From an optimization exercise on the open Yosys and OpenROAD flow, aimed at small area and few clock cycles; shortcuts taken in it are not production practice.
Only simulation tests tie the RTL to the original design; equivalence was not proved.

### flow/config.mk
export PLATFORM = sky130hd
export DESIGN_NAME = rotated_span_address_generator_core
export DESIGN_NICKNAME = rotated_span_address_generator_core
export VERILOG_FILES = /design/flow/design.v
export SDC_FILE = /design/flow/constraint.sdc
export NUM_CORES = 4
export LEC_CHECK = 0
export ABC_AREA = 1
export CAP_MARGIN = 20
export CORE_MARGIN = 2
export CORE_UTILIZATION = 60
export CTS_BUF_LIST = sky130_fd_sc_hd__clkbuf_8
export CTS_CLUSTER_SIZE = 25
export SLEW_MARGIN = 20
### flow/constraint.sdc
create_clock -name core_clock -period 7.0 [get_ports {i_clk}]
set_input_delay 1.4000 -clock core_clock [delete_from_list [all_inputs] [get_ports {i_clk}]]
set_output_delay 1.4000 -clock core_clock [all_outputs]
set_load 0.01 [all_outputs]
### flow/design.v
`default_nettype none
package rsag_pkg;
    localparam int MAX_SPAN = 64;
    localparam int LEN_W    = 7;
endpackage
`default_nettype wire
`default_nettype none
module rsag_walker (
    input  wire logic               i_clk,
    input  wire logic               i_rst_n,
    input  wire logic               i_load,
    input  wire logic               i_accept,
    input  wire logic               i_take,
    input  wire logic [15:0]        i_ss,
    input  wire logic [15:0]        i_ds,
    input  wire logic signed [16:0] i_y,
    input  wire logic signed [16:0] i_lo,
    input  wire logic [5:0]         i_f,
    input  wire logic [5:0]         i_g,
    input  wire logic signed [15:0] i_sx0,
    input  wire logic signed [15:0] i_sy0,
    input  wire logic signed [31:0] i_stx,
    input  wire logic signed [31:0] i_sty,
    output logic                    o_busy,
    output logic                    o_done,
    output logic [38:0]             o_src,
    output logic [33:0]             o_dst,
    output logic [33:0]             o_inc,
    output logic [15:0]             o_fx0,
    output logic [15:0]             o_fy0,
    output logic [15:0]             o_fx,
    output logic [15:0]             o_fy,
    output logic [5:0]              o_nm1
);
    localparam logic [2:0] ST_IDLE = 3'd0;
    localparam logic [2:0] ST_FY   = 3'd1;
    localparam logic [2:0] ST_FX   = 3'd2;
    localparam logic [2:0] ST_MUL  = 3'd3;
    localparam logic [2:0] ST_DONE = 3'd4;
    localparam logic [2:0] ST_FIN  = 3'd5;
    logic [2:0]  r_state;
    logic [3:0]  r_cnt;
    logic [51:0] r_p;       
    logic        r_pprev;
    logic [21:0] r_m;       
    logic [15:0] r_fx0, r_fy0, r_fx, r_fy;
    logic [5:0]  r_f, r_g;
    logic [34:0] r_k;       
    logic        r_kprev;
    logic [36:0] r_d;       
    logic        r_dprev;
    function automatic logic [2:0] booth(input logic b1, input logic b0, input logic prev);
        logic one, two;
        one = b0 ^ prev;
        two = (b1 & ~b0 & ~prev) | (~b1 & b0 & prev);
        booth = {b1, two, one};
    endfunction
    logic [2:0]  pd;
    logic [34:0] p_a, p_pp, p_t;
    logic [51:0] p_next;
    always_comb begin
        pd = booth(r_p[1], r_p[0], r_pprev);
        if (r_state == ST_FY)
            p_a = {{3{r_k[15]}}, r_k[15:0], r_fy};
        else if (r_state == ST_FX)
            p_a = {{3{r_k[32]}}, r_k[32:17], r_fx};
        else
            p_a = {{13{r_m[21]}}, r_m};
        p_pp   = pd[1] ? {p_a[33:0], 1'b0} : (pd[0] ? p_a : 35'd0);
        p_t    = {r_p[51], r_p[51:18]} + (pd[2] ? ~p_pp : p_pp) + {34'd0, pd[2]};
        p_next = {p_t[34], p_t[34:2], p_t[1:0], r_p[17:2]};
    end
    logic [2:0]  kd, dd;
    logic [19:0] k_t, d_t, k_pp, d_pp;
    always_comb begin
        kd   = booth(r_k[1], r_k[0], r_kprev);
        k_pp = kd[1] ? {2'b00, i_ss, 1'b0} : (kd[0] ? {3'b000, i_ss} : 20'd0);
        k_t  = {r_k[34], r_k[34:16]} + (kd[2] ? ~k_pp : k_pp) + {19'd0, kd[2]};
        dd   = booth(r_d[1], r_d[0], r_dprev);
        d_pp = dd[1] ? {2'b00, i_ds, 1'b0} : (dd[0] ? {3'b000, i_ds} : 20'd0);
        d_t  = {r_d[36], r_d[36:18]} + (dd[2] ? ~d_pp : d_pp) + {19'd0, dd[2]};
    end
    wire last_f   = (r_cnt == 4'd3);
    wire last_mul = (r_cnt == 4'd8);
    always_ff @(posedge i_clk) begin
        if (!i_rst_n) begin
            r_state <= ST_IDLE;
        end else if (i_load) begin
            r_state <= !i_accept ? ST_IDLE : (i_f == 6'd0) ? ST_MUL : ST_FIN;
        end else begin
            case (r_state)
                ST_FIN:  r_state <= ST_FY;
                ST_FY:   if (last_f) r_state <= ST_FX;
                ST_FX:   if (last_f) r_state <= ST_MUL;
                ST_MUL:  if (last_mul) r_state <= ST_DONE;
                ST_DONE: if (i_take) r_state <= ST_IDLE;
                default: r_state <= ST_IDLE;
            endcase
        end
    end
    always_ff @(posedge i_clk) begin
        if (i_load) begin
            r_cnt   <= 4'd0;
            r_pprev <= 1'b0;
            r_kprev <= 1'b0;
            r_dprev <= 1'b0;
            r_k     <= {{2{i_stx[31]}}, i_stx[31:16], 1'b0, i_sty[31:16]};
            r_d     <= {i_lo[16], i_lo, 1'b0, i_y[16], i_y};
            r_fx    <= i_stx[15:0];
            r_fy    <= i_sty[15:0];
            r_f     <= i_f;
            r_g     <= i_g;
            r_p     <= {{17{i_sx0[15]}}, i_sx0, 1'b0, 2'b00, i_ss};
            r_m     <= {{6{i_sy0[15]}}, i_sy0};
            r_fx0   <= 16'd0;
            r_fy0   <= 16'd0;
        end else begin
            case (r_state)
                ST_FIN: begin
                    r_p     <= {{2{r_m[15]}}, r_m[15:0], 16'd0, 12'd0, r_f};
                    r_fx0   <= r_p[34:19];
                end
                ST_FY: begin
                    r_cnt   <= last_f ? 4'd0 : r_cnt + 4'd1;
                    if (last_f) begin
                        r_m     <= p_next[47:26];
                        r_fy0   <= p_next[25:10];
                        r_p     <= {{2{r_fx0[15]}}, r_fx0, 16'd0, 12'd0, r_f};
                        r_pprev <= 1'b0;
                    end else begin
                        r_p     <= p_next;
                        r_pprev <= r_p[1];
                    end
                end
                ST_FX: begin
                    r_cnt   <= last_f ? 4'd0 : r_cnt + 4'd1;
                    if (last_f) begin
                        r_fx0   <= p_next[25:10];
                        r_p     <= {{11{p_next[47]}}, p_next[47:26], 1'b0, 2'b00, i_ss};
                        r_pprev <= 1'b0;
                    end else begin
                        r_p     <= p_next;
                        r_pprev <= r_p[1];
                    end
                end
                ST_MUL: begin
                    r_cnt   <= r_cnt + 4'd1;
                    r_p     <= p_next;
                    r_pprev <= r_p[1];
                    r_d     <= {d_t[19], d_t[19:2], d_t[1:0], r_d[17:2]};
                    r_dprev <= r_d[1];
                    if (!last_mul) begin
                        r_k     <= {k_t[19], k_t[19:2], k_t[1:0], r_k[15:2]};
                        r_kprev <= r_k[1];
                    end
                end
                default: ;
            endcase
        end
    end
    assign o_busy = (r_state != ST_IDLE);
    assign o_done = (r_state == ST_DONE);
    assign o_src  = r_p[38:0];
    assign o_dst  = r_d[33:0];
    assign o_inc  = r_k[33:0];
    assign o_fx0  = r_fx0;
    assign o_fy0  = r_fy0;
    assign o_fx   = r_fx;
    assign o_fy   = r_fy;
    assign o_nm1  = r_g - r_f;
endmodule
`default_nettype wire
`default_nettype none
module rsag_pipe (
    input  wire logic               i_clk,
    input  wire logic               i_rst_n,
    input  wire logic               i_load,
    input  wire logic [15:0]        i_ss,
    input  wire logic [38:0]        i_src,
    input  wire logic [33:0]        i_dst,
    input  wire logic [33:0]        i_inc,
    input  wire logic [15:0]        i_fx0,
    input  wire logic [15:0]        i_fy0,
    input  wire logic [15:0]        i_fx,
    input  wire logic [15:0]        i_fy,
    input  wire logic [5:0]         i_nm1,
    output logic                    o_free,
    output logic                    o_valid,
    output logic signed [47:0]      o_source_offset,
    output logic signed [47:0]      o_dest_offset,
    output logic                    o_last_pixel
);
    logic        r_valid;
    logic [5:0]  r_left;
    logic [38:0] r_src;
    logic [33:0] r_dst, r_inc;
    logic [15:0] r_fxa, r_fya, r_fx, r_fy;
    logic [16:0] fx_sum, fy_sum;
    logic [38:0] src_sum;
    always_comb begin
        fx_sum  = {1'b0, r_fxa} + {1'b0, r_fx};
        fy_sum  = {1'b0, r_fya} + {1'b0, r_fy};
        src_sum = r_src + {{5{r_inc[33]}}, r_inc}
                + {23'd0, fy_sum[16] ? i_ss : 16'd0}
                + {37'd0, fx_sum[16], 1'b0};
    end
    always_ff @(posedge i_clk) begin
        if (!i_rst_n) begin
            r_valid <= 1'b0;
        end else if (i_load) begin
            r_valid <= 1'b1;
        end else if (r_left == 6'd0) begin
            r_valid <= 1'b0;
        end
    end
    always_ff @(posedge i_clk) begin
        if (i_load) begin
            r_left <= i_nm1;
            r_src  <= i_src;
            r_dst  <= i_dst;
            r_inc  <= i_inc;
            r_fxa  <= i_fx0;
            r_fya  <= i_fy0;
            r_fx   <= i_fx;
            r_fy   <= i_fy;
        end else begin
            r_left <= r_left - 6'd1;
            r_src  <= src_sum;
            r_dst  <= {r_dst[33:1] + 33'd1, r_dst[0]};
            r_fxa  <= fx_sum[15:0];
            r_fya  <= fy_sum[15:0];
        end
    end
    assign o_free          = !r_valid || (r_left == 6'd0);
    assign o_valid         = r_valid;
    assign o_last_pixel    = (r_left == 6'd0);
    assign o_source_offset = {{9{r_src[38]}}, r_src};
    assign o_dest_offset   = {{14{r_dst[33]}}, r_dst};
endmodule
`default_nettype wire
`default_nettype none
module rotated_span_address_generator_core (
    input  wire logic                        i_clk,
    input  wire logic                        i_rst_n,
    input  wire logic                        i_start,
    output logic                             o_busy,
    input  wire logic                        i_cfg_we,
    input  wire logic [2:0]                  i_cfg_index,
    input  wire logic [15:0]                 i_cfg_data,
    input  wire logic signed [15:0]          i_row_offset,
    input  wire logic signed [15:0]          i_column_offset,
    input  wire logic signed [15:0]          i_src_start_x,
    input  wire logic signed [15:0]          i_src_start_y,
    input  wire logic signed [31:0]          i_step_x,
    input  wire logic signed [31:0]          i_step_y,
    input  wire logic [rsag_pkg::LEN_W-1:0]  i_span_length,
    output logic                             o_valid,
    output logic signed [47:0]               o_source_offset,
    output logic signed [47:0]               o_dest_offset,
    output logic                             o_last_pixel
);
    logic signed [15:0] r_origin_x, r_origin_y;
    logic signed [15:0] r_clip_left, r_clip_right, r_clip_top, r_clip_bottom;
    logic        [15:0] r_source_stride, r_dest_stride;
    logic [15:0] d_zero, d_min, d_max;
    logic [7:0]  we;
    always_comb begin
        d_zero = i_rst_n ? i_cfg_data : 16'h0000;
        d_min  = i_rst_n ? i_cfg_data : 16'h8000;
        d_max  = i_rst_n ? i_cfg_data : 16'h7FFF;
        for (int k = 0; k < 8; k++)
            we[k] = !i_rst_n || (i_cfg_we && (i_cfg_index == 3'(k)));
    end
    always_ff @(posedge i_clk) begin
        if (we[0]) r_origin_x      <= d_zero;
        if (we[1]) r_origin_y      <= d_zero;
        if (we[2]) r_clip_left     <= d_min;
        if (we[3]) r_clip_right    <= d_max;
        if (we[4]) r_clip_top      <= d_min;
        if (we[5]) r_clip_bottom   <= d_max;
        if (we[6]) r_source_stride <= d_zero;
        if (we[7]) r_dest_stride   <= d_zero;
    end
    logic signed [16:0] y, x, lo;
    logic signed [17:0] dl, dr;
    logic        [6:0]  len;
    logic        [5:0]  lm1, f, g;
    logic               row_ok, nonempty, dl_pos;
    always_comb begin
        y        = 17'(i_row_offset) + 17'(r_origin_y);
        x        = 17'(i_column_offset) + 17'(r_origin_x);
        len      = i_span_length[6] ? 7'd64 : i_span_length;
        lm1      = 6'(len - 7'd1);
        dl       = 18'(r_clip_left) - 18'(x);
        dr       = 18'(r_clip_right) - 18'(x);
        dl_pos   = !dl[17] && (dl != 18'sd0);
        f        = dl_pos ? dl[5:0] : 6'd0;
        g        = (dr[16:6] != 11'd0 || lm1 <= dr[5:0]) ? lm1 : dr[5:0];
        lo       = dl_pos ? 17'(r_clip_left) : x;
        row_ok   = (y >= 17'(r_clip_top)) && (y <= 17'(r_clip_bottom));
        nonempty = row_ok && (len != 7'd0) && !dr[17]
                && !(dl_pos && dl[16:6] != 11'd0) && (f <= g);
    end
    logic        accept;
    logic        done, pipe_free;
    logic        h_busy;
    assign accept = i_start && nonempty;
    logic [38:0] w_src;
    logic [33:0] w_dst, w_inc;
    logic [15:0] w_fx0, w_fy0, w_fx, w_fy;
    logic [5:0]  w_nm1;
    rsag_walker u_walker (
        .i_clk       (i_clk),
        .i_rst_n     (i_rst_n),
        .i_load      (!o_busy),
        .i_accept    (accept),
        .i_take      (pipe_free),
        .i_ss        (r_source_stride),
        .i_ds        (r_dest_stride),
        .i_y         (y),
        .i_lo        (lo),
        .i_f         (f),
        .i_g         (g),
        .i_sx0       (i_src_start_x),
        .i_sy0       (i_src_start_y),
        .i_stx       (i_step_x),
        .i_sty       (i_step_y),
        .o_busy      (h_busy),
        .o_done      (done),
        .o_src       (w_src),
        .o_dst       (w_dst),
        .o_inc       (w_inc),
        .o_fx0       (w_fx0),
        .o_fy0       (w_fy0),
        .o_fx        (w_fx),
        .o_fy        (w_fy),
        .o_nm1       (w_nm1)
    );
    rsag_pipe u_pipe (
        .i_clk           (i_clk),
        .i_rst_n         (i_rst_n),
        .i_load          (done && pipe_free),
        .i_ss            (r_source_stride),
        .i_src           (w_src),
        .i_dst           (w_dst),
        .i_inc           (w_inc),
        .i_fx0           (w_fx0),
        .i_fy0           (w_fy0),
        .i_fx            (w_fx),
        .i_fy            (w_fy),
        .i_nm1           (w_nm1),
        .o_free          (pipe_free),
        .o_valid         (o_valid),
        .o_source_offset (o_source_offset),
        .o_dest_offset   (o_dest_offset),
        .o_last_pixel    (o_last_pixel)
    );
    assign o_busy = h_busy && !(done && pipe_free);
endmodule
`default_nettype wire
### flow/run.sh
#!/bin/bash
# synth_recipe.tcl (not shown) runs the flow's synth.tcl, then flattens the netlist and writes it again
# the make line also repeats each setting of config.mk as NAME=value (left out here)
make -C /OpenROAD-flow-scripts/flow DESIGN_CONFIG=/design/flow/config.mk WORK_HOME=/design/flow/orfs CLKGATE_MAP_FILE= SYNTH_SCRIPT=/design/flow/synth_recipe.tcl finish
==> reports/metrics.cfg, run 1 <==
[drt]
drt_wl_total_um=114000
vias=30729
wl_met3_um=9180
met2_length_um=52800
top_layer_used=met5
vias_per_cell=5.86
firstDrtPassIters=6
wl_per_cell_um=21.8
ant_nets=0
met1_length_um=43200
drc_errors=0
dr.first_iter.drc_count=3280

[global_route]
grt_pass1_wl_um=171000
grt_use_total=0.380
antenna_found_initial=5
grt_overflow_total=0
grt_pass1_vias=29796
grt_max_degree=123

[worst_setup_path]
crit_required_ps=7560
crit-reg2reg-launch=u_pipe.r_fy[0]$_DFFE_PP_
ff2ff_setup_slack_ps=570
worst-setup-path-type=reg -> reg
crit_fanout=3
rr_worst_depth=41
critPathArrivalTime_ps=6990
slowest_stage=fa_1
worst_path_largest_cell_delay_ps=510
r2r-end=u_pipe.r_src[30]$_DFF_P_
cpMostUsedCell=inv_1
critPathLaunchType=flip-flop
cp-end-kind=flip-flop

[cts]
clockBufferDepth=3
clock-sinks=535
cts-root-buf=clkbuf_8
cts_htree_levels=3
cts_buffers=92
holdBufCountCts=0
cts_tree=done
insertion_delay_ps=720
clkSlewWorstSetupHoldPaths_ps=60

[sta]
slew_viol_final=0
final_hold_viol_count=0
finClkSkew_ps=49.2
fmax_mhz=155
slew_headroom=0.240
fin_setup_tns_ps=0
setup_violations=0
setup_slack_ps=568
holdWs_ps=443
rsz0062_at_grt=no
timing.final.crit_share=0.919
fin_crit_ps=6430
worstMarginPinSlew_ps=1130

[final_layout]
nets=4852
drive_gt1_frac=0.0852
fin_area_mm2=0.0400
fin_cells=5248
fin_util=0.697
area_delta_synth_final_pct=15.5

[yosys]
synthFlopType=edfxtp_1
synth_edf_count=377
avgSynthCellArea_um2=8.39
yosysMostFrequentCell=nand2_1
synth_cell_types=74
synth.area.top_cells=edfxtp_1 33%, nand2_1 9.6%, ha_1 9.5%
netlist_top_cells_count=890 x nand2_1, 495 x inv_1, 377 x edfxtp_1, 340 x o21ai_0, 283 x a21oi_1
syn_inst=4129
ys_async_sr_fraction=0
syn-num-nets=4578
ys_warn_count=3
ys_seq_elements=535
netlist.area_leader.share=0.327
synth_top_area_cell=edfxtp_1
seq_area_frac_synth=0.418
syn-cell-area_mm2=0.0346

[floorplan]
fp-row-count=88
die_y_um=244
die_area_mm2=0.0597
floorplan.initialDensity=0.604
io_pins=257
core_mm2=0.0574
chipWidth_um=244

[outcome]
status=complete, no violations

[job]
cap_violations=0

[placement]
dp_slack_ps=-15.4
placed_cell_area_mm2=0.0380
hpwl_um=88400
place_congestion=1.01
dpl.cell_count=5074
port_buffers=256

[worst_hold_path]
hp-start=u_walker.r_k[10]$_DFFE_PP_
hold_depth=0
min_to=u_pipe.r_inc[10]$_DFFE_PP_
min_path_type=reg -> reg

[layout make-up]
class	count	area, um^2
clock inverters	57	344
inverters	536	2030
repair buffers	313	3000
well taps	765	957
fillers	4704	17400
diodes	1	2.50
multi-input cells	2925	17600
clock buffers	116	1600
flip-flops and latches	535	14500
[cells in the final DEF, fill, tap and decap left out, types with 8 or more instances in the layout]
cell type        instances
nand2_1                888
inv_1                  527
edfxtp_1               377
o21ai_0                328
a21oi_1                281
ha_1                   264
clkdlybuf4s50_1        256
nor2_1                 212
xor2_1                 161
nand3_1                159
dfxtp_1                158
clkbuf_8               116
o22ai_1                102
buf_4                   56
xnor2_1                 48
or2_2                   44
nand4_1                 42
o21ai_1                 40
inv_2                   31
nand2_2                 31
nor3_1                  28
fa_1                    27
a31oi_1                 22
o211ai_1                21
nor2_2                  20
nand3_2                 14
o21bai_1                14
a21o_1                  12
clkinv_2                11
o31ai_1                 11
o221ai_1                11
nand2_4                 10
o21ai_2                 10
a22oi_1                 10
nand3b_1                10
nor4_1                  10
clkinv_1                10
a211oi_1                 9
o21a_1                   8
a22o_1                   8
[worst max-delay path: cells and delay by family (launching register included)]
kind | cells | cell delay [ps]
buffers and inverters | 8 | 650
flip-flops | 1 | 360
adder cells (fa/ha/maj) | 5 | 1540
AND/OR/NAND/NOR | 11 | 1140
AO/OA/AOI/OAI | 17 | 2610
[routing by layer]
metal / vias up / GRT usage
met5: - / 0
met4: 2 / 0.261
met3: 392 / 0.0657
met2: 1513 / 0.627
met1: 14183 / 0.453
li1: 14639 / -
[sequential cells by signal (all words and copies together) (netlist names), 22 cells and up]
register and flops:
u_pipe.r_dst 34, u_pipe.r_inc 34, u_pipe.r_src 39, u_walker.r_d 36, u_walker.r_k 34, u_walker.r_m 22
u_walker.r_p 51
[worst max path at each step]
stage,from,end,slack [ps]
detailed placement,i_column_offset[0],u_walker.r_state[1]$_SDFFE_PN0P_,-20
global route,u_pipe.r_fy[0]$_DFFE_PP_,u_pipe.r_src[30]$_DFF_P_,20
global placement,i_column_offset[0],u_walker.r_state[1]$_SDFFE_PN0P_,70
CTS,u_pipe.r_fy[0]$_DFFE_PP_,u_pipe.r_src[30]$_DFF_P_,160
finish,u_pipe.r_fy[0]$_DFFE_PP_,u_pipe.r_src[30]$_DFF_P_,570
floorplan,i_column_offset[0],u_walker.r_state[1]$_SDFFE_PN0P_,930
[repair_timing]
action                                  CTS  global route
endpoints found under the setup margin    0            12
setup buffers                             0             0
gates resized for setup                   0             9
[kinds of logic (layout without fill, tap and decap cells)]
kind of cell | count (synthesis) | in the layout | synth area share
adders and majority gates | 291 | 291 | 0.111
buffers and inverters | 669 | 1022 | 0.0758
and+or+nand+nor | 1498 | 1498 | 0.190
muxes | 1 | 1 | 0.000289
other | 0 | 1 | 0
xor gates and xnor gates | 211 | 211 | 0.0542
DFF | 535 | 535 | 0.418
AOI/OAI and AO/OA | 924 | 924 | 0.151
Testbench counts, summed over its fixed seeds: cycles 126,883.
==> run 2: changes to the inputs <==
--- a/flow/config.mk
+++ b/flow/config.mk
@@ -8,7 +8,6 @@
 export ABC_AREA = 1
 export CAP_MARGIN = 20
 export CORE_MARGIN = 2
-export CORE_UTILIZATION = 60
-export CTS_BUF_LIST = sky130_fd_sc_hd__clkbuf_8
-export CTS_CLUSTER_SIZE = 25
+export CORE_UTILIZATION = 55
+export CTS_BUF_LIST = sky130_fd_sc_hd__clkbuf_4 sky130_fd_sc_hd__clkbuf_8
 export SLEW_MARGIN = 20
==> run 2 against run 1 <==
Against the previous run:
- die area rose by 8.9%
- maximum frequency barely moved
- first-iteration DRC count fell by 6.8%
- largest cell class unchanged
- setup slack improved by 6.3 ps
- via count fell by 0.89%
- sequential share of layout area fell by 0.30 points
==> reports/metrics.cfg, run 2 <==
[outcome]
status=complete, no violations

[global_route]
grt_pass1_wl_um=172000  ; +0.50%
grt_max_degree=107  ; -13%
grt_use_total=0.357  ; -0.0230
grt_pass1_vias=28943  ; -2.9%
grt_overflow_total=0  ; unchanged
antenna_found_initial=8  ; +3

[cts]
insertion_delay_ps=740  ; +20 ps
clkSlewWorstSetupHoldPaths_ps=70  ; about the same
cts_buffers=95  ; +3.3%
clock-sinks=535  ; unchanged
cts_setup_buffers=0  ; unchanged
holdBufCountCts=0  ; unchanged
cts_htree_levels=3  ; unchanged
clockBufferDepth=3  ; unchanged
cts-root-buf=clkbuf_8
cts.repair.resized=0  ; unchanged
cts_tree=done

[floorplan]
chipWidth_um=255  ; +4.4%
fp-row-count=92  ; +4.5%
floorplan.initialDensity=0.553  ; -0.0507
core_mm2=0.0626  ; +9.2%
die_area_mm2=0.0650  ; +8.9%
die_y_um=255  ; +4.4%
io_pins=257  ; unchanged

[drt]
drt_wl_total_um=117000  ; +2.3%
vias=30454  ; -0.89%
wl_per_cell_um=21.9  ; +0.56%
dr.first_iter.drc_count=3057  ; -6.8%
ant_nets=0  ; unchanged
firstDrtPassIters=6  ; unchanged
vias_per_cell=5.71  ; -2.6%
drc_errors=0  ; unchanged

[worst_setup_path]
worst-setup-path-type=reg -> reg
cp-end-kind=flip-flop
crit_required_ps=7580  ; +20 ps
crit_fanout=3  ; unchanged
slowest_stage=fa_1
critPathArrivalTime_ps=7010  ; +20 ps
cpMostUsedCell=inv_1
worst_path_largest_cell_delay_ps=510  ; about the same
critPathLaunchType=flip-flop

[placement]
hpwl_um=90400  ; +2.2%
port_buffers=256  ; unchanged
place_congestion=1.00  ; -0.64%

[sta]
fmax_mhz=156  ; about the same
finClkSkew_ps=45.5  ; -3.78 ps
final_hold_viol_count=0  ; unchanged
slew_viol_final=0  ; unchanged
rsz0062_at_grt=no
fin_crit_ps=6430  ; -6.34 ps
setup_violations=0  ; unchanged
slew_headroom=0.298  ; +0.0579
timing.final.crit_share=0.918  ; about the same
holdWs_ps=419  ; -24.0 ps
worstMarginPinSlew_ps=1050  ; -79.2 ps

[yosys]
synth_edf_count=377  ; unchanged
yosysMostFrequentCell=nand2_1
netlist.area_leader.share=0.327  ; unchanged
ys_seq_elements=535  ; unchanged
syn_inst=4129  ; unchanged
synth_cell_types=74  ; unchanged
synth_top_area_cell=edfxtp_1
avgSynthCellArea_um2=8.39  ; unchanged
syn-num-nets=4578  ; unchanged
netlist_top_cells_count=890 x nand2_1, 495 x inv_1, 377 x edfxtp_1, 340 x o21ai_0, 283 x a21oi_1
seq_area_frac_synth=0.418  ; unchanged
synth.area.top_cells=edfxtp_1 33%, nand2_1 9.6%, ha_1 9.5%
ys_async_sr_fraction=0  ; unchanged
ys_warn_count=3  ; unchanged
syn-cell-area_mm2=0.0346  ; unchanged
synthFlopType=edfxtp_1

[final_layout]
top_register=u_walker.r_p
regArea_mm2=0.0145  ; unchanged
fin_util=0.644  ; -0.0532
fill_cells=5568  ; +18%
largest_reg_flops=51  ; unchanged
nets=4856  ; +0.082%
area_delta_synth_final_pct=16.4
multi_input_comb_area_mm2=0.0176  ; about the same
reg_top3=u_walker.r_p (51), u_pipe.r_src (39), u_walker.r_d (36)
layout_common_cells=888 x nand2_1, 494 x inv_1, 377 x edfxtp_1
final_common_cell=nand2_1
drive_gt1_frac=0.0938  ; +0.00855

[worst_hold_path]
min_path_type=reg -> reg

[job]
cap_violations=0  ; unchanged

[run 2: cell types whose count changed in the layout (fill, tap and decap cells not counted), moves of 2 or more]
cell	change
inv_6	-2
bufinv_16	+4
inv_1	-33
diode_2	+2
clkbuf_4	+39
clkinv_2	+4
clkbuf_8	-6
[run 2: kinds of logic (layout without fill, tap and decap cells)]
| family | count (synthesis) | after routing | synth area share |
|---|---|---|---|
| AND/OR/NAND/NOR | 1498 | 1498 | 0.190 |
| adder cells (fa/ha/maj) | 291 | 291 | 0.111 |
| multiplexers | 1 | 1 | 0.000289 |
| XOR/XNOR | 211 | 211 | 0.0542 |
| buffers and inverters | 669 | 1029 | 0.0758 |
| flip-flops | 535 | 535 | 0.418 |
| other | 0 | 3 | 0 |
| AO/OA/AOI/OAI | 924 | 924 | 0.151 |
[run 2: area by class of cell]
cell class / count / area share
Tap cell: 846 / 0.0262
Clock inverter: 30 / 0.00865
Clock buffer: 149 / 0.0448
Multi-Input combinational cell: 2925 / 0.436
Antenna cell: 3 / 0.000186
Timing Repair Buffer: 314 / 0.0746
Inverter: 536 / 0.0503
Sequential cell: 535 / 0.359
[run 2: stage by stage]
step	setup slack (ps)	setup TNS (ps)	cell area (um^2)	cells
after detailed placement	-136	-283	38100	5156
after global placement	-3.82	-3.82	38100	5156
after global routing	59.0	0	40300	5336
after CTS	207	0	40300	5335
after floorplan	928	0	34600	4129
final	574	0	40300	5338
[run 2: worst max-delay path, delay by kind of cell, from the launching register on]
kind | cells | cell delay [ps]
AOI/OAI and AO/OA | 17 | 2600
buffers and inverters | 9 | 740
adders and majority gates | 5 | 1480
DFF | 1 | 360
and+or+nand+nor | 11 | 1100
[run 2: final timing paths]
path | slack (ps) | endpoint | startpoint | cells past startpoint
min | 420 | u_pipe.r_fy[15]$_DFFE_PP_ | u_walker.r_fy[15]$_DFFE_PN_ | 0
min reg2reg | 420 | u_pipe.r_fy[15]$_DFFE_PP_ | u_walker.r_fy[15]$_DFFE_PN_ | 0
max | 570 | u_pipe.r_src[30]$_DFF_P_ | u_pipe.r_fy[0]$_DFFE_PP_ | 42
max reg2reg | 570 | u_pipe.r_src[30]$_DFF_P_ | u_pipe.r_fy[0]$_DFFE_PP_ | 42
[run 2: routing by layer]
layer | wire length [um] | vias to the layer above | global-route usage
met5 | 32 | - | 0
met4 | 7500 | 6 | 0.196
met3 | 8520 | 342 | 0.0512
met2 | 56100 | 1301 | 0.613
met1 | 44900 | 14139 | 0.431
li1 | - | 14666 | -
==> run 3: changes to the inputs <==
--- a/flow/config.mk
+++ b/flow/config.mk
@@ -8,6 +8,8 @@
 export ABC_AREA = 1
 export CAP_MARGIN = 20
 export CORE_MARGIN = 2
-export CORE_UTILIZATION = 55
-export CTS_BUF_LIST = sky130_fd_sc_hd__clkbuf_4 sky130_fd_sc_hd__clkbuf_8
+export CORE_UTILIZATION = 65
+export CTS_BUF_LIST = sky130_fd_sc_hd__clkbuf_16
+export CTS_CLUSTER_DIAMETER = 100
+export CTS_CLUSTER_SIZE = 30
 export SLEW_MARGIN = 20
==> run 3 against run 2 <==
Against the previous run:
- still clean
- synthesized cell count unchanged
- die area fell by 15%
- critical path depth shrank 3
- first-iteration DRC count rose by 14%
- flip-flop and latch count unchanged
- cell area fell by 3.5%
- clock-buffer cell count is 123 lower
- global-route usage increased by 2.9 points
- critical endpoint unchanged
- largest cell class unchanged
- highest routed layer unchanged
==> reports/metrics.cfg, run 3 <==
[worst_setup_path]
slowest_stage=fa_1
crit_fanout=3  ; unchanged
critPathLaunchType=flip-flop
rr_worst_depth=39  ; -7.1%
crit_required_ps=7460  ; -120 ps
cp-end-kind=flip-flop
cp-startpoint=u_pipe.r_fy[0]$_DFFE_PP_
worst_path_largest_cell_delay_ps=470  ; -40 ps
cpMostUsedCell=inv_1
crit-reg2reg-launch=u_pipe.r_fy[0]$_DFFE_PP_
cp_top_family=compound AO/OA/AOI/OAI gates
crit_buf_inv=6  ; -3
ff2ff_setup_slack_ps=560  ; about the same
critical_path_depth=39  ; -7.1%
r2r-end=u_pipe.r_src[30]$_DFF_P_
critPathArrivalTime_ps=6900  ; -110 ps
worst-setup-path-type=reg -> reg
endpoint=u_pipe.r_src[30]$_DFF_P_

[sta]
worstMarginPinSlew_ps=1140  ; +90.8 ps
slew_headroom=0.237  ; -0.0605
fin_crit_ps=6440  ; +14.1 ps
rsz0062_at_grt=yes
final_hold_viol_count=0  ; unchanged
setup_violations=0  ; unchanged
finClkSkew_ps=32.1  ; -13.4 ps
slew_viol_final=0  ; unchanged
fmax_mhz=155  ; -0.22%
fin_setup_tns_ps=0  ; unchanged
timing.final.crit_share=0.920  ; +0.00201

[yosys]
synthFlopType=edfxtp_1
synth.area.top_cells=edfxtp_1 33%, nand2_1 9.6%, ha_1 9.5%
ys_async_sr_fraction=0  ; unchanged
netlist.area_leader.share=0.327  ; unchanged
avgSynthCellArea_um2=8.39  ; unchanged
synth_top_area_cell=edfxtp_1
yosysMostFrequentCell=nand2_1
netlist_top_cells_count=890 x nand2_1, 495 x inv_1, 377 x edfxtp_1, 340 x o21ai_0, 283 x a21oi_1
ys_seq_elements=535  ; unchanged
syn-num-nets=4578  ; unchanged
seq_area_frac_synth=0.418  ; unchanged
syn-cell-area_mm2=0.0346  ; unchanged
ys_warn_count=3  ; unchanged
syn_inst=4129  ; unchanged
synth_cell_types=74  ; unchanged
synth_edf_count=377  ; unchanged

[drt]
vias=30674  ; +0.72%
ant_nets=0  ; unchanged
vias_per_cell=6.07  ; +6.4%
dr.first_iter.drc_count=3479  ; +14%
drc_errors=0  ; unchanged
drt_wl_total_um=110000  ; -6.0%
firstDrtPassIters=7  ; +1
wl_per_cell_um=21.8  ; -0.72%

[floorplan]
fp-row-count=84  ; -8.7%
floorplan.initialDensity=0.658  ; +0.105
io_pins=257  ; unchanged
die_area_mm2=0.0552  ; -15%
die_y_um=235  ; -7.9%
core_mm2=0.0527  ; -16%
chipWidth_um=235  ; -7.9%

[global_route]
grt_pass1_wl_um=165000  ; -4.2%
grt_pass1_vias=29090  ; +0.51%
antenna_found_initial=3  ; -5
grt_use_total=0.386  ; +0.0292
grt_max_degree=124  ; +16%
grt_overflow_total=0  ; unchanged

[final_layout]
top_register=u_walker.r_p
drive_gt1_frac=0.0678  ; -0.0260
fin_util=0.739  ; +0.0948
area_delta_synth_final_pct=12.3
reg_top3=u_walker.r_p (51), u_pipe.r_src (39), u_walker.r_d (36)
final_common_cell=nand2_1
regArea_mm2=0.0145  ; unchanged
multi_input_comb_area_mm2=0.0176  ; about the same
nets=4795  ; -1.3%
fill_cells=4090  ; -27%
layout_common_cells=887 x nand2_1, 502 x inv_1, 377 x edfxtp_1
fin_area_mm2=0.0389  ; -3.5%
largest_reg_flops=51  ; unchanged

[cts]
cts-root-buf=clkbuf_16
insertion_delay_ps=610  ; -130 ps
clock-sinks=535  ; unchanged
clockBufferDepth=3  ; unchanged
clkSlewWorstSetupHoldPaths_ps=110  ; +40 ps
cts_buffers=25  ; -74%
cts_tree=done
cts_htree_levels=1  ; -2

[placement]
placed_cell_area_mm2=0.0380  ; -0.37%
hpwl_um=85600  ; -5.3%
port_buffers=256  ; unchanged
place_congestion=1.01  ; +1.0%

[worst_hold_path]
hold_depth=0  ; unchanged
min_path_type=reg -> reg

[job]
cap_violations=0  ; unchanged

[outcome]
status=complete, no violations

run 3: repair_timing:
item                                    CTS  global route
hold buffers                              0             0
setup buffers                             0             1
endpoints found under the setup margin    0            14
gates resized for setup                   0            19
run 3: metal layers:
metal | track usage | up-vias | routed length (um)
li1 | - | 14479 | -
met1 | 0.479 | 14179 | 40700
met2 | 0.645 | 1660 | 51200
met3 | 0.0555 | 354 | 10400
met4 | 0.222 | 2 | 7740
met5 | 0 | - | 13
run 3: cell families after synthesis:
group / after synthesis / synth area share
multiplexers: 1 / 0.000289
flip-flops: 535 / 0.418
AO/OA/AOI/OAI: 924 / 0.151
adder cells (fa/ha/maj): 291 / 0.111
XOR/XNOR: 211 / 0.0542
AND/OR/NAND/NOR: 1498 / 0.190
buffers and inverters: 669 / 0.0758
run 3: area by class of cell:
class                   instances  share of cell area
diodes                          2            0.000129
inverters                     536              0.0521
clock buffers                  26              0.0167
clock inverters                19             0.00505
repair buffers                323              0.0791
flip-flops and latches        535               0.372
multi-input cells            2925               0.453
well taps                     688              0.0221
run 3: how the worst min path moves through the flow:
stage	slack [ps]	startpoint	end
after floorplan	420	u_walker.r_fy0[0]$_SDFFE_PN0P_	u_pipe.r_fya[0]$_DFF_P_
after global placement	430	u_walker.r_k[15]$_DFFE_PP_	u_pipe.r_inc[15]$_DFFE_PP_
after detailed placement	430	u_walker.r_k[6]$_DFFE_PP_	u_pipe.r_inc[6]$_DFFE_PP_
after CTS	460	u_walker.r_k[6]$_DFFE_PP_	u_pipe.r_inc[6]$_DFFE_PP_
after global routing	470	u_walker.r_fx[11]$_DFFE_PN_	u_pipe.r_fx[11]$_DFFE_PP_
final	460	u_walker.r_k[15]$_DFFE_PP_	u_pipe.r_inc[15]$_DFFE_PP_
run 3: metrics by stage:
stage                     hold slack (ps)  worst slack, ps  std cells
after floorplan                       420              928       4129
after detailed placement              434             -126       5006
after global placement                432            -14.4       5006
after global routing                  474            -56.2       5052
after CTS                             462             92.1       5051
final                                 464              560       5054
==> run 4: changes to the inputs <==
--- a/flow/config.mk
+++ b/flow/config.mk
@@ -10,6 +10,6 @@
 export CORE_MARGIN = 2
 export CORE_UTILIZATION = 65
 export CTS_BUF_LIST = sky130_fd_sc_hd__clkbuf_16
-export CTS_CLUSTER_DIAMETER = 100
+export CTS_CLUSTER_DIAMETER = 60
 export CTS_CLUSTER_SIZE = 30
 export SLEW_MARGIN = 20
==> run 4 against run 3 <==
Against the previous run:
- critical path depth decreased by 5
- synthesized area unchanged
- die area unchanged
- maximum frequency decreased by 1.8%
- setup slack got worse by 120 ps
- highest routed layer unchanged
==> reports/metrics.cfg, run 4 <==
[yosys]
synth_cell_types=74  ; unchanged
synthFlopType=edfxtp_1
synth_edf_count=377  ; unchanged
syn_inst=4129  ; unchanged
seq_area_frac_synth=0.418  ; unchanged
ys_seq_elements=535  ; unchanged
syn-cell-area_mm2=0.0346  ; unchanged
ys_warn_count=3  ; unchanged
yosysMostFrequentCell=nand2_1
avgSynthCellArea_um2=8.39  ; unchanged
ys_async_sr_fraction=0  ; unchanged
synth.area.top_cells=edfxtp_1 33%, nand2_1 9.6%, ha_1 9.5%
synth_top_area_cell=edfxtp_1
netlist.area_leader.share=0.327  ; unchanged
netlist_top_cells_count=890 x nand2_1, 495 x inv_1, 377 x edfxtp_1, 340 x o21ai_0, 283 x a21oi_1
syn-num-nets=4578  ; unchanged

[drt]
drc_errors=0  ; unchanged
dr.first_iter.drc_count=3337  ; -4.1%
vias_per_cell=6.06  ; -0.11%
drt_wl_total_um=111000  ; +0.85%
firstDrtPassIters=8  ; +1
vias=30846  ; +0.56%
ant_nets=0  ; unchanged
wl_per_cell_um=21.8  ; +0.18%

[worst_setup_path]
cp-end-kind=flip-flop
worst_path_largest_cell_delay_ps=470  ; about the same
critPathArrivalTime_ps=7080  ; +180 ps
critPathLaunchType=input port
worst-setup-path-type=in -> reg
slowest_stage=clkdlybuf4s50_1
crit_fanout=6  ; +3
cpMostUsedCell=a21oi_1
crit_required_ps=7520  ; +60 ps

[sta]
setup_violations=0  ; unchanged
timing.final.crit_share=0.937  ; +0.0169
worstMarginPinSlew_ps=1120  ; -25.4 ps
final_hold_viol_count=0  ; unchanged
fmax_mhz=152  ; -1.8%
slew_headroom=0.249  ; +0.0120
finClkSkew_ps=37.7  ; +5.59 ps
fin_crit_ps=6560  ; +119 ps
slew_viol_final=0  ; unchanged

[final_layout]
nets=4814  ; +0.40%
area_delta_synth_final_pct=14.5
fin_area_mm2=0.0396  ; +1.9%
layout_common_cells=887 x nand2_1, 494 x inv_1, 377 x edfxtp_1
fill_cells=3944  ; -3.6%
top_register=u_walker.r_p
fin_util=0.753  ; +0.0140
final_common_cell=nand2_1
reg_top3=u_walker.r_p (51), u_pipe.r_src (39), u_walker.r_d (36)
largest_reg_flops=51  ; unchanged
drive_gt1_frac=0.0766  ; +0.00880

[floorplan]
die_y_um=235  ; unchanged
floorplan.initialDensity=0.658  ; unchanged
chipWidth_um=235  ; unchanged
die_area_mm2=0.0552  ; unchanged
fp-row-count=84  ; unchanged
core_mm2=0.0527  ; unchanged
io_pins=257  ; unchanged

[global_route]
grt_pass1_vias=29580  ; +1.7%
antenna_found_initial=3  ; unchanged
grt_use_total=0.392  ; +0.00579
grt_overflow_total=0  ; unchanged
grt_max_degree=124  ; unchanged
grt_pass1_wl_um=167000  ; +1.2%

[job]
cap_violations=0  ; unchanged

[worst_hold_path]
min_path_type=reg -> reg

[cts]
holdBufCountCts=0  ; unchanged
insertion_delay_ps=620  ; about the same
cts_tree=done
clock-sinks=535  ; unchanged
cts_buffers=43  ; +72%
clockBufferDepth=3  ; unchanged
cts-root-buf=clkbuf_16
clkSlewWorstSetupHoldPaths_ps=80  ; -30 ps
cts_htree_levels=2  ; +1

[placement]
place_congestion=1.01  ; unchanged
hpwl_um=85600  ; unchanged
placed_cell_area_mm2=0.0380  ; unchanged
port_buffers=256  ; unchanged

[outcome]
status=complete, no violations

==> run 4: changes by cell type in the layout (fill, tap and decap cells not counted), sizes merged <==
cell      before  now
clkbuf        26   44
clkinv        12   17
inv          542  551
buf           67   68
clkinvlp       0    1
==> run 4: layout make-up <==
cell class | instances | area (um^2) | share of cell area
Tap cell | 688 | 861 | 0.0217
Antenna cell | 2 | 5.00 | 0.000126
Clock buffer | 44 | 1100 | 0.0278
Multi-Input combinational cell | 2925 | 17600 | 0.444
Sequential cell | 535 | 14500 | 0.365
Inverter | 536 | 2030 | 0.0511
Clock inverter | 34 | 458 | 0.0116
Timing Repair Buffer | 324 | 3100 | 0.0781
==> run 4: cell families (layout without fill, tap and decap cells) <==
logic type                 after synthesis  in the layout  share of synthesized area
muxes                                    1              1                   0.000289
AOI/OAI and AO/OA                      924            924                      0.151
buffers and inverters                  669            938                     0.0758
DFF                                    535            535                      0.418
xor gates and xnor gates               211            211                     0.0542
adders and majority gates              291            291                      0.111
and+or+nand+nor                       1498           1498                      0.190
other                                    0              2                          0
==> run 4: metal layers <==
metal / wire, um / share of wire / global-route usage
met5: 13 / 0.00012 / 0
met4: 8390 / 0.076 / 0.260
met3: 10600 / 0.096 / 0.0661
met2: 51000 / 0.46 / 0.643
met1: 40900 / 0.37 / 0.476
==> run 4: path summary, 6_finish.rpt <==
kind                         startpoint  cells past startpoint  slack [ps]                          endpoint
max reg2reg    u_pipe.r_fx[0]$_DFFE_PP_                     35         540          u_pipe.r_src[30]$_DFF_P_
min          u_walker.r_k[15]$_DFFE_PP_                      0         450        u_pipe.r_inc[15]$_DFFE_PP_
max                  i_column_offset[0]                     34         440  u_walker.r_state[2]$_SDFFE_PN0P_
min reg2reg  u_walker.r_k[15]$_DFFE_PP_                      0         450        u_pipe.r_inc[15]$_DFFE_PP_
==> run 4: stage by stage <==
stage / cells / setup TNS (ps) / setup WS, ps / hold slack (ps)
floorplan: 4129 / 0 / 928 / 420
global placement: 5006 / -14.4 / -14.4 / 432
detailed placement: 5006 / -271 / -126 / 434
CTS: 5084 / 0 / 69.8 / 453
global route: 5086 / -41.4 / -41.4 / 465
finish: 5088 / 0 / 442 / 451
==> run 4: worst max-delay path: cells and delay by family <==
kind	cells	cell delay (ps)
buffers and inverters	7	950
AO/OA/AOI/OAI	13	1770
adder cells (fa/ha/maj)	5	1520
AND/OR/NAND/NOR	8	1200
XOR/XNOR	1	210
==> run 4: repair_timing <==
item / CTS / global route
resized for setup: 0 / 19
buffers inserted: 0 / 1
endpoints found under the setup margin: 0 / 13
==> run 5: changes to the inputs <==
--- a/flow/config.mk
+++ b/flow/config.mk
@@ -10,6 +10,6 @@
 export CORE_MARGIN = 2
 export CORE_UTILIZATION = 65
 export CTS_BUF_LIST = sky130_fd_sc_hd__clkbuf_16
-export CTS_CLUSTER_DIAMETER = 60
-export CTS_CLUSTER_SIZE = 30
+export CTS_CLUSTER_DIAMETER = 80
+export CTS_CLUSTER_SIZE = 20
 export SLEW_MARGIN = 20
==> run 5 against run 4 <==
Against the previous run:
- still clean
- hold slack improved by 3.8 ps
- flip-flop and latch count unchanged
- clock-buffer cell count decreased by 5
- wire length decreased by 0.88%
- first-iteration DRC count increased by 0.93%
- die area unchanged
- synthesized area unchanged
- clock skew decreased by 2.7 ps
==> reports/metrics.cfg, run 5 <==
[outcome]
status=complete, no violations

[sta]
holdWs_ps=455  ; +3.77 ps
slew_viol_final=0  ; unchanged
finClkSkew_ps=35.0  ; -2.68 ps
final_hold_viol_count=0  ; unchanged
timing.final.crit_share=0.921  ; -0.0158
setup_violations=0  ; unchanged
slew_headroom=0.238  ; -0.0111
setup_slack_ps=552  ; +110 ps
rsz0062_at_grt=yes
fmax_mhz=155  ; +1.7%
fin_crit_ps=6450  ; -110 ps
worstMarginPinSlew_ps=1140  ; +24.1 ps

[floorplan]
die_area_mm2=0.0552  ; unchanged
floorplan.initialDensity=0.658  ; unchanged
die_y_um=235  ; unchanged
io_pins=257  ; unchanged
core_mm2=0.0527  ; unchanged
chipWidth_um=235  ; unchanged
fp-row-count=84  ; unchanged

[yosys]
yosysMostFrequentCell=nand2_1
ys_warn_count=3  ; unchanged
syn-num-nets=4578  ; unchanged
synth_edf_count=377  ; unchanged
synthFlopType=edfxtp_1
syn-cell-area_mm2=0.0346  ; unchanged
seq_area_frac_synth=0.418  ; unchanged
synth.area.top_cells=edfxtp_1 33%, nand2_1 9.6%, ha_1 9.5%
synth_top_area_cell=edfxtp_1
synth_cell_types=74  ; unchanged
syn_inst=4129  ; unchanged
netlist_top_cells_count=890 x nand2_1, 495 x inv_1, 377 x edfxtp_1, 340 x o21ai_0, 283 x a21oi_1
avgSynthCellArea_um2=8.39  ; unchanged
ys_seq_elements=535  ; unchanged
ys_async_sr_fraction=0  ; unchanged
netlist.area_leader.share=0.327  ; unchanged

[drt]
drt_wl_total_um=110000  ; -0.88%
vias_per_cell=6.06  ; about the same
drc_errors=0  ; unchanged
wl_per_cell_um=21.7  ; -0.64%
dr.first_iter.drc_count=3368  ; +0.93%
firstDrtPassIters=8  ; unchanged
vias=30770  ; -0.25%
ant_nets=0  ; unchanged

[placement]
placed_cell_area_mm2=0.0380  ; unchanged
port_buffers=256  ; unchanged
dp_slack_ps=-126  ; unchanged
place_congestion=1.01  ; unchanged
hpwl_um=85600  ; unchanged

[global_route]
grt_pass1_wl_um=165000  ; -0.93%
grt_use_total=0.388  ; -0.00376
antenna_found_initial=4  ; +1
grt_pass1_vias=29357  ; -0.75%
grt_max_degree=124  ; unchanged
grt_overflow_total=0  ; unchanged

[final_layout]
drive_gt1_frac=0.0711  ; -0.00549
area_delta_synth_final_pct=13.3
fin_area_mm2=0.0392  ; -1.0%
largest_reg_flops=51  ; unchanged
top_register=u_walker.r_p
final_common_cell=nand2_1
layout_common_cells=887 x nand2_1, 509 x inv_1, 377 x edfxtp_1
reg_top3=u_walker.r_p (51), u_pipe.r_src (39), u_walker.r_d (36)
fin_util=0.745  ; -0.00763
nets=4807  ; -0.15%

[worst_setup_path]
r2r-end=u_pipe.r_src[30]$_DFF_P_
ff2ff_setup_slack_ps=550  ; about the same
crit_buf_inv=6  ; -1
critPathArrivalTime_ps=6880  ; -200 ps
cp-end-kind=flip-flop
cpMostUsedCell=inv_1
crit-reg2reg-launch=u_pipe.r_fy[0]$_DFFE_PP_
slowest_stage=fa_1
cp_top_family=compound AO/OA/AOI/OAI gates
critical_path_depth=39  ; +15%
crit_required_ps=7430  ; -90 ps
critPathLaunchType=flip-flop
worst-setup-path-type=reg -> reg
endpoint=u_pipe.r_src[30]$_DFF_P_
rr_worst_depth=39  ; +11%
worst_path_largest_cell_delay_ps=470  ; about the same
cp-startpoint=u_pipe.r_fy[0]$_DFFE_PP_
crit_fanout=3  ; -3

[cts]
clkSlewWorstSetupHoldPaths_ps=90  ; about the same
clock-sinks=535  ; unchanged
holdBufCountCts=0  ; unchanged
cts_htree_levels=2  ; unchanged
insertion_delay_ps=610  ; about the same
cts-root-buf=clkbuf_16
clockBufferDepth=3  ; unchanged
cts_buffers=37  ; -14%
cts_tree=done

[job]
cap_violations=0  ; unchanged

[worst_hold_path]
min_path_type=reg -> reg

## run 5: cell counts after synthesis
Identical to the previous run, type by type.
## run 5: worst min-delay path by stage
stage                                    from  cells after the start  slack (ps)                    endpoint
3_5_place_dp        u_walker.r_k[6]$_DFFE_PP_                      0         430   u_pipe.r_inc[6]$_DFFE_PP_
4_1_cts             u_walker.r_k[6]$_DFFE_PP_                      0         460   u_pipe.r_inc[6]$_DFFE_PP_
2_1_floorplan  u_walker.r_fy0[0]$_SDFFE_PN0P_                      2         420     u_pipe.r_fya[0]$_DFF_P_
5_1_grt           u_walker.r_fx[11]$_DFFE_PN_                      0         470   u_pipe.r_fx[11]$_DFFE_PP_
3_3_place_gp       u_walker.r_k[15]$_DFFE_PP_                      0         430  u_pipe.r_inc[15]$_DFFE_PP_
6_report            u_walker.r_k[6]$_DFFE_PP_                      0         450   u_pipe.r_inc[6]$_DFFE_PP_
## run 5: per-stage QoR
step | setup TNS (ps) | instances
5_1_grt | -50.3 | 5074
2_1_floorplan | 0 | 4129
6_report | 0 | 5076
3_5_place_dp | -271 | 5006
4_1_cts | 0 | 5073
3_3_place_gp | -14.4 | 5006
## run 5: final cells by class
cell class / count / area, um^2
flip-flops and latches: 535 / 14500
clock inverters: 28 / 193
well taps: 688 / 861
multi-input cells: 2925 / 17600
repair buffers: 323 / 3080
diodes: 2 / 5.00
clock buffers: 39 / 976
inverters: 536 / 2030
fillers: 4033 / 13400
## run 5: timing repair
item	CTS	global route
gates resized for setup	0	21
hold endpoints to repair	0	0
setup endpoints to repair	0	14
buffers inserted	0	1
## run 5: cell families after synthesis
family                   Yosys count  share of synthesized area
multiplexers                       1                   0.000289
adder cells (fa/ha/maj)          291                      0.111
buffers and inverters            669                     0.0758
flip-flops                       535                      0.418
AND/OR/NAND/NOR                 1498                      0.190
AO/OA/AOI/OAI                    924                      0.151
XOR/XNOR                         211                     0.0542
## run 5: per-layer routing
metal	global-route usage	wire length, um
met5	0	27
met2	0.635	50200
met1	0.475	40500
met3	0.0670	10800
met4	0.251	8510
==> run 6: changes to the inputs <==
--- a/flow/config.mk
+++ b/flow/config.mk
@@ -8,8 +8,5 @@
 export ABC_AREA = 1
 export CAP_MARGIN = 20
 export CORE_MARGIN = 2
-export CORE_UTILIZATION = 65
-export CTS_BUF_LIST = sky130_fd_sc_hd__clkbuf_16
-export CTS_CLUSTER_DIAMETER = 80
-export CTS_CLUSTER_SIZE = 20
+export CORE_UTILIZATION = 40
 export SLEW_MARGIN = 20
==> run 6 against run 5 <==
Against the previous run:
- still clean on timing, DRC and antenna
- clock-buffer cell count grew 47
- hold slack improved by 2.0 ps
- flip-flop and latch count stayed put
- global-route usage shrank 12 points
- via count is 2.3% lower
- setup slack got worse by 95 ps
==> reports/metrics.cfg, run 6 <==
[outcome]
status=complete, no violations

[yosys]
yosysMostFrequentCell=nand2_1
syn-num-nets=4578  ; unchanged
ys_seq_elements=535  ; unchanged
avgSynthCellArea_um2=8.39  ; unchanged
synth_top_area_cell=edfxtp_1
syn-cell-area_mm2=0.0346  ; unchanged
syn_inst=4129  ; unchanged
synthFlopType=edfxtp_1
seq_area_frac_synth=0.418  ; unchanged
netlist.area_leader.share=0.327  ; unchanged
synth_edf_count=377  ; unchanged
synth_cell_types=74  ; unchanged
synth.area.top_cells=edfxtp_1 33%, nand2_1 9.6%, ha_1 9.5%
ys_async_sr_fraction=0  ; unchanged
netlist_top_cells_count=890 x nand2_1, 495 x inv_1, 377 x edfxtp_1, 340 x o21ai_0, 283 x a21oi_1
ys_warn_count=3  ; unchanged

[final_layout]
layout_common_cells=888 x nand2_1, 494 x inv_1, 377 x edfxtp_1
diodes=0  ; -2
final_common_cell=nand2_1
fin_area_mm2=0.0409  ; +4.2%
area_delta_synth_final_pct=18.0
reg_top3=u_walker.r_p (51), u_pipe.r_src (39), u_walker.r_d (36)
drive_gt1_frac=0.0842  ; +0.0130
largest_reg_flops=51  ; unchanged
fill_cells=8362  ; +110%
nets=4852  ; +0.94%
fin_cells=5600  ; +10%
top_register=u_walker.r_p

[global_route]
met2_usage=0.446  ; -0.189
grt_overflow_total=0  ; unchanged
grt_pass1_wl_um=181000  ; +9.2%
use_met1=0.363  ; -0.112
met3_usage=0.0389  ; -0.0280
grt_busiest_layer=met2
grt_max_degree=99  ; -20%
antenna_found_initial=10  ; +6
grt_pass1_vias=28865  ; -1.7%
grt_use_total=0.269  ; -0.119

[placement]
place_congestion=0.964  ; -4.8%
dpl.cell_count=5479  ; +9.4%
hpwl_um=95600  ; +12%
port_buffers=256  ; unchanged
placed_cell_area_mm2=0.0387  ; +1.9%

[cts]
clockBufferDepth=3  ; unchanged
insertion_delay_ps=640  ; +30 ps
holdBufCountCts=0  ; unchanged
clkSlewWorstSetupHoldPaths_ps=60  ; -30 ps
cts-root-buf=clkbuf_16
cts_tree=done
cts_htree_levels=3  ; +1
cts_setup_buffers=0  ; unchanged
clock-sinks=535  ; unchanged
cts_buffers=66  ; +78%

[worst_hold_path]
min_path_type=reg -> reg

[sta]
holdWs_ps=457  ; +1.99 ps
fin_crit_ps=6540  ; +94.9 ps
slew_headroom=0.251  ; +0.0123
fmax_mhz=153  ; -1.5%
timing.final.crit_share=0.935  ; +0.0136
finClkSkew_ps=27.9  ; -7.06 ps
worstMarginPinSlew_ps=1120  ; -18.6 ps
setup_violations=0  ; unchanged
rsz0062_at_grt=no
final_hold_viol_count=0  ; unchanged
slew_viol_final=0  ; unchanged

[drt]
wl_per_cell_um=21.8  ; +0.84%
ant_nets=0  ; unchanged
firstDrtPassIters=6  ; -2
vias_per_cell=5.37  ; -11%
drc_errors=0  ; unchanged
vias=30049  ; -2.3%
dr.first_iter.drc_count=2723  ; -19%
drt_wl_total_um=122000  ; +11%

[worst_setup_path]
slowest_stage=clkdlybuf4s50_1
critPathArrivalTime_ps=7090  ; +210 ps
critPathLaunchType=input port
crit_fanout=6  ; +3
cpMostUsedCell=a21oi_1
worst-setup-path-type=in -> reg
worst_path_largest_cell_delay_ps=460  ; about the same
crit_required_ps=7550  ; +120 ps
cp-end-kind=flip-flop

[floorplan]
chipWidth_um=298  ; +27%
die_area_mm2=0.0890  ; +61%
floorplan.initialDensity=0.405  ; -0.253
core_mm2=0.0855  ; +62%
fp-row-count=107  ; +27%
die_y_um=298  ; +27%
io_pins=257  ; unchanged

[job]
cap_violations=0  ; unchanged

run 6: per-layer routing:
layer  share of wire  wire length (um)  up-vias
li1                -                 -    14609
met1            0.43             52800    14125
met2            0.47             57000     1124
met3           0.071              8680      187
met4           0.031              3830        4
met5         0.00017                21        -
run 6: kinds of logic (layout without fill, tap and decap cells):
logic type,count (synthesis),after routing,share of synthesized area
and+or+nand+nor,1498,1498,0.190
AOI/OAI and AO/OA,924,924,0.151
buffers and inverters,669,996,0.0758
DFF,535,535,0.418
adders and majority gates,291,291,0.111
xor gates and xnor gates,211,211,0.0542
muxes,1,1,0.000289
run 6: layout make-up:
| cell class | instances | area [um^2] | area share |
|---|---|---|---|
| tap | 1144 | 1430 | 0.0350 |
| clock inverter | 35 | 373 | 0.00912 |
| multi-input combinational | 2925 | 17600 | 0.430 |
| timing repair buffer | 339 | 3190 | 0.0781 |
| clock buffer | 86 | 1790 | 0.0437 |
| sequential | 535 | 14500 | 0.354 |
| inverter | 536 | 2030 | 0.0496 |
run 6: repair_timing:
| action | in CTS | in global routing |
|---|---|---|
| resized for setup | 0 | 9 |
| hold endpoints to repair | 0 | 0 |
| setup endpoints to repair | 0 | 14 |
run 6: path summary, 6_finish.rpt:
kind,end,slack [ps],startpoint,depth (start not counted)
min,u_pipe.r_fya[14]$_DFF_P_,460,u_walker.r_fy0[14]$_SDFFE_PN0P_,2
max reg2reg,u_pipe.r_src[30]$_DFF_P_,590,u_pipe.r_fy[0]$_DFFE_PP_,41
max,u_walker.r_state[0]$_SDFFE_PN0P_,460,i_column_offset[0],33
min reg2reg,u_pipe.r_fya[14]$_DFF_P_,460,u_walker.r_fy0[14]$_SDFFE_PN0P_,2
run 6: per-stage QoR:
stage          utilization  setup slack, ps  TNS [ps]
3_3_place_gp         0.452            -78.9      -194
6_report             0.478              457         0
5_1_grt              0.478            0.708         0
2_1_floorplan            -              928         0
3_5_place_dp         0.452             -235      -612
4_1_cts              0.478             86.3         0
run 6: critical path, delay by kind of cell:
| family | cells | cell delay (ps) |
|---|---|---|
| buf+inv | 7 | 1040 |
| xor+xnor | 1 | 220 |
| compound gates | 13 | 1940 |
| fa+ha+maj | 5 | 1460 |
| simple gates | 7 | 1040 |
==> run 7: changes to the inputs <==
--- a/flow/config.mk
+++ b/flow/config.mk
@@ -5,7 +5,6 @@
 export SDC_FILE = /design/flow/constraint.sdc
 export NUM_CORES = 4
 export LEC_CHECK = 0
-export ABC_AREA = 1
 export CAP_MARGIN = 20
 export CORE_MARGIN = 2
 export CORE_UTILIZATION = 40
==> run 7 against run 6 <==
Against the previous run:
- critical endpoint is now u_walker.r_state[1]$_SDFFE_PN0P_
- final cell count fell by 3.2%
- cell area grew 6.1%
- largest cell class unchanged
- setup slack worse by 170 ps
- die area increased by 1.7%
- non-clock buffer count grew 204
- clock skew about the same
- sequential share of layout area is 2.0 points lower
- critical path type unchanged
==> reports/metrics.cfg, run 7 <==
[outcome]
status=complete, no violations

[final_layout]
diodes=0  ; unchanged
largest_reg_flops=51  ; unchanged
drive_gt1_frac=0.127  ; +0.0425
reg_top3=u_walker.r_p (51), u_pipe.r_src (39), u_walker.r_d (36)
area_delta_synth_final_pct=23.1
nets=4661  ; -3.9%
layout_common_cells=496 x nand2_1, 377 x edfxtp_1, 336 x o21ai_0

[worst_hold_path]
hold_depth=2  ; unchanged
hp-start=u_walker.r_fy0[12]$_SDFFE_PN0P_
min_path_type=reg -> reg

[worst_setup_path]
r2r-end=u_pipe.r_src[30]$_DFF_P_
ff2ff_setup_slack_ps=410  ; -180 ps
crit_required_ps=7580  ; +30 ps
critPathArrivalTime_ps=7290  ; +200 ps
crit-reg2reg-launch=u_pipe.r_fy[0]$_DFFE_PP_
crit_fanout=3  ; -3
cpMostUsedCell=buf_4
worst_path_largest_cell_delay_ps=540  ; +80 ps
critPathLaunchType=input port
cp-end-kind=flip-flop
slowest_stage=or4_1
worst-setup-path-type=in -> reg
rr_worst_depth=37  ; -9.8%

[global_route]
grt_pass1_vias=28461  ; -1.4%
grt_pass1_wl_um=173000  ; -4.2%
grt_max_degree=150  ; +52%
grt_overflow_total=0  ; unchanged
antenna_found_initial=3  ; -7
grt_use_total=0.251  ; -0.0181

[sta]
fin_crit_ps=6720  ; +173 ps
timing.final.crit_share=0.959  ; +0.0246
final_hold_viol_count=0  ; unchanged
fmax_mhz=149  ; -2.6%
fin_setup_tns_ps=0  ; unchanged
rsz0062_at_grt=yes
setup_violations=0  ; unchanged
worstMarginPinSlew_ps=1030  ; -98.9 ps
finClkSkew_ps=28.0  ; +0.117 ps
slew_viol_final=0  ; unchanged

[yosys]
synthFlopType=edfxtp_1
syn_inst=3810  ; -7.7%
seq_area_frac_synth=0.411  ; -0.00694
synth_edf_count=377  ; unchanged
synth_top_area_cell=edfxtp_1
ys_warn_count=3  ; unchanged
syn-cell-area_mm2=0.0352  ; +1.7%
ys_seq_elements=535  ; unchanged
yosysMostFrequentCell=nand2_1
synth.area.top_cells=edfxtp_1 32%, ha_1 9.4%, dfxtp_1 9.0%
synth_cell_types=92  ; +24%

[cts]
holdBufCountCts=0  ; unchanged
clkSlewWorstSetupHoldPaths_ps=60  ; about the same
insertion_delay_ps=650  ; about the same
cts-root-buf=clkbuf_16
cts_htree_levels=2  ; -1

[drt]
drc_errors=0  ; unchanged
dr.first_iter.drc_count=2501  ; -8.2%
vias=30238  ; +0.63%
wl_per_cell_um=21.6  ; -0.98%

[floorplan]
chipWidth_um=301  ; +0.83%
core_mm2=0.0870  ; +1.7%
die_area_mm2=0.0905  ; +1.7%
io_pins=257  ; unchanged
die_y_um=301  ; +0.83%

[placement]
dpl.cell_count=5273  ; -3.8%
hpwl_um=87900  ; -8.1%
port_buffers=256  ; unchanged

[job]
cap_violations=0  ; unchanged

-- run 7: changes by cell type after synthesis, moves of 61 or more --
cell,before,now
nand2_1,890,499
inv_1,495,158
nand3_1,160,65
xor2_1,161,86
clkbuf_1,91,152
nand2b_1,1,90
a21o_1,12,77
xnor2_1,48,116
nor2b_1,0,68
maj3_1,0,70
-- run 7: area by class of cell --
class                   count  area (um^2)
well taps                1155         1450
repair buffers            543         4760
clock inverters            31          334
multi-input cells        2913        20000
clock buffers              84         1770
inverters                 158          601
fillers                  8221        43700
flip-flops and latches    535        14500
-- run 7: logic make-up (layout without fill, tap and decap cells) --
| family | after synthesis | in the layout | synth area share |
|---|---|---|---|
| AOI/OAI and AO/OA | 1154 | 1154 | 0.202 |
| DFF | 535 | 535 | 0.411 |
| adders and majority gates | 366 | 366 | 0.131 |
| muxes | 63 | 63 | 0.0183 |
| and+or+nand+nor | 1128 | 1128 | 0.146 |
| buffers and inverters | 362 | 816 | 0.0419 |
| xor gates and xnor gates | 202 | 202 | 0.0502 |
-- run 7: how the worst max path moves through the flow --
stage	cells past startpoint	from	to	slack (ps)
after floorplan	32	i_column_offset[0]	u_walker.r_state[0]$_SDFFE_PN0P_	4
after global placement	32	i_column_offset[1]	u_walker.r_state[0]$_SDFFE_PN0P_	-690
after detailed placement	32	i_column_offset[0]	u_walker.r_state[1]$_SDFFE_PN0P_	-770
after CTS	31	i_column_offset[1]	u_walker.r_state[1]$_SDFFE_PN0P_	7
after global routing	37	u_pipe.r_fy[0]$_DFFE_PP_	u_pipe.r_src[30]$_DFF_P_	-30
final	34	i_column_offset[10]	u_walker.r_state[1]$_SDFFE_PN0P_	280
-- run 7: stage by stage --
stage	hold WS [ps]	instance area, um^2	worst slack (ps)	util
global placement	424	40400	-689	0.464
detailed placement	430	40400	-772	0.465
finish	437	43400	285	0.498
floorplan	415	35300	4.49	-
CTS	440	42700	6.67	0.491
global route	479	43400	-32.9	0.498
-- run 7: metal layers --
layer | global-route usage | share of wire | vias to the layer above | routed length (um)
li1 | - | - | 14611 | -
met1 | 0.331 | 0.43 | 14429 | 50100
met3 | 0.0322 | 0.060 | 174 | 7040
met2 | 0.428 | 0.48 | 1022 | 56300
met5 | 0 | 0.00011 | - | 13
met4 | 0.0811 | 0.033 | 2 | 3840
-- run 7: timing repair --
item,in CTS,in global routing
resized for setup,39,108
pin swaps,39,90
setup buffers,13,18
setup endpoints to repair,17,22
gates cloned,0,0
-- run 7: worst max-delay path, delay by kind of cell --
kind	cells	cell delay [ps]
AOI/OAI and AO/OA	15	2780
adders and majority gates	3	670
xor gates and xnor gates	1	70
and+or+nand+nor	9	1340
buffers and inverters	6	1010

-- re-timing with driven ports --
How much do the figures lean on ideal ports? The routed layouts below were timed once more, with nothing changed but the port constraints.
Step 1 (the two cells are an assumption about what drives the block):
set clk [get_ports {i_clk}]
set_driving_cell -lib_cell sky130_fd_sc_hd__clkbuf_16 $clk
set_driving_cell -lib_cell sky130_fd_sc_hd__buf_2 [delete_from_list [all_inputs] $clk]
Step 2 moves the port delays by t, midway between the first and last clock arrival at a register: inputs arrive t later, outputs are due t later. That takes back most of the time a late clock gives input paths.
Three values: no drivers, after step 1, after step 2; two values: the first two.
run | t (ns) | setup slack, ns | worst slew at a driven data input, ns
run 1 | 0.759 | 0.568 / 0.568 / -0.041 | 0.09
run 2 | 0.778 | 0.574 / 0.574 / -0.092 | 0.09
run 3 | 0.658 | 0.560 / 0.560 / -0.035 | 0.09
run 4 | 0.657 | 0.442 / 0.478 / -0.179 | 0.09
run 5 | 0.649 | 0.552 / 0.552 / -0.029 | 0.09
run 6 | 0.691 | 0.457 / 0.499 / -0.192 | 0.08
run 7 | 0.709 | 0.285 / 0.304 / -0.405 | 0.09
Met with ideal ports but missed after step 2: setup timing in every run listed. The setup slack of run 7, which loses most, moves by +0.019 ns with the drivers and by -0.690 ns with both steps.
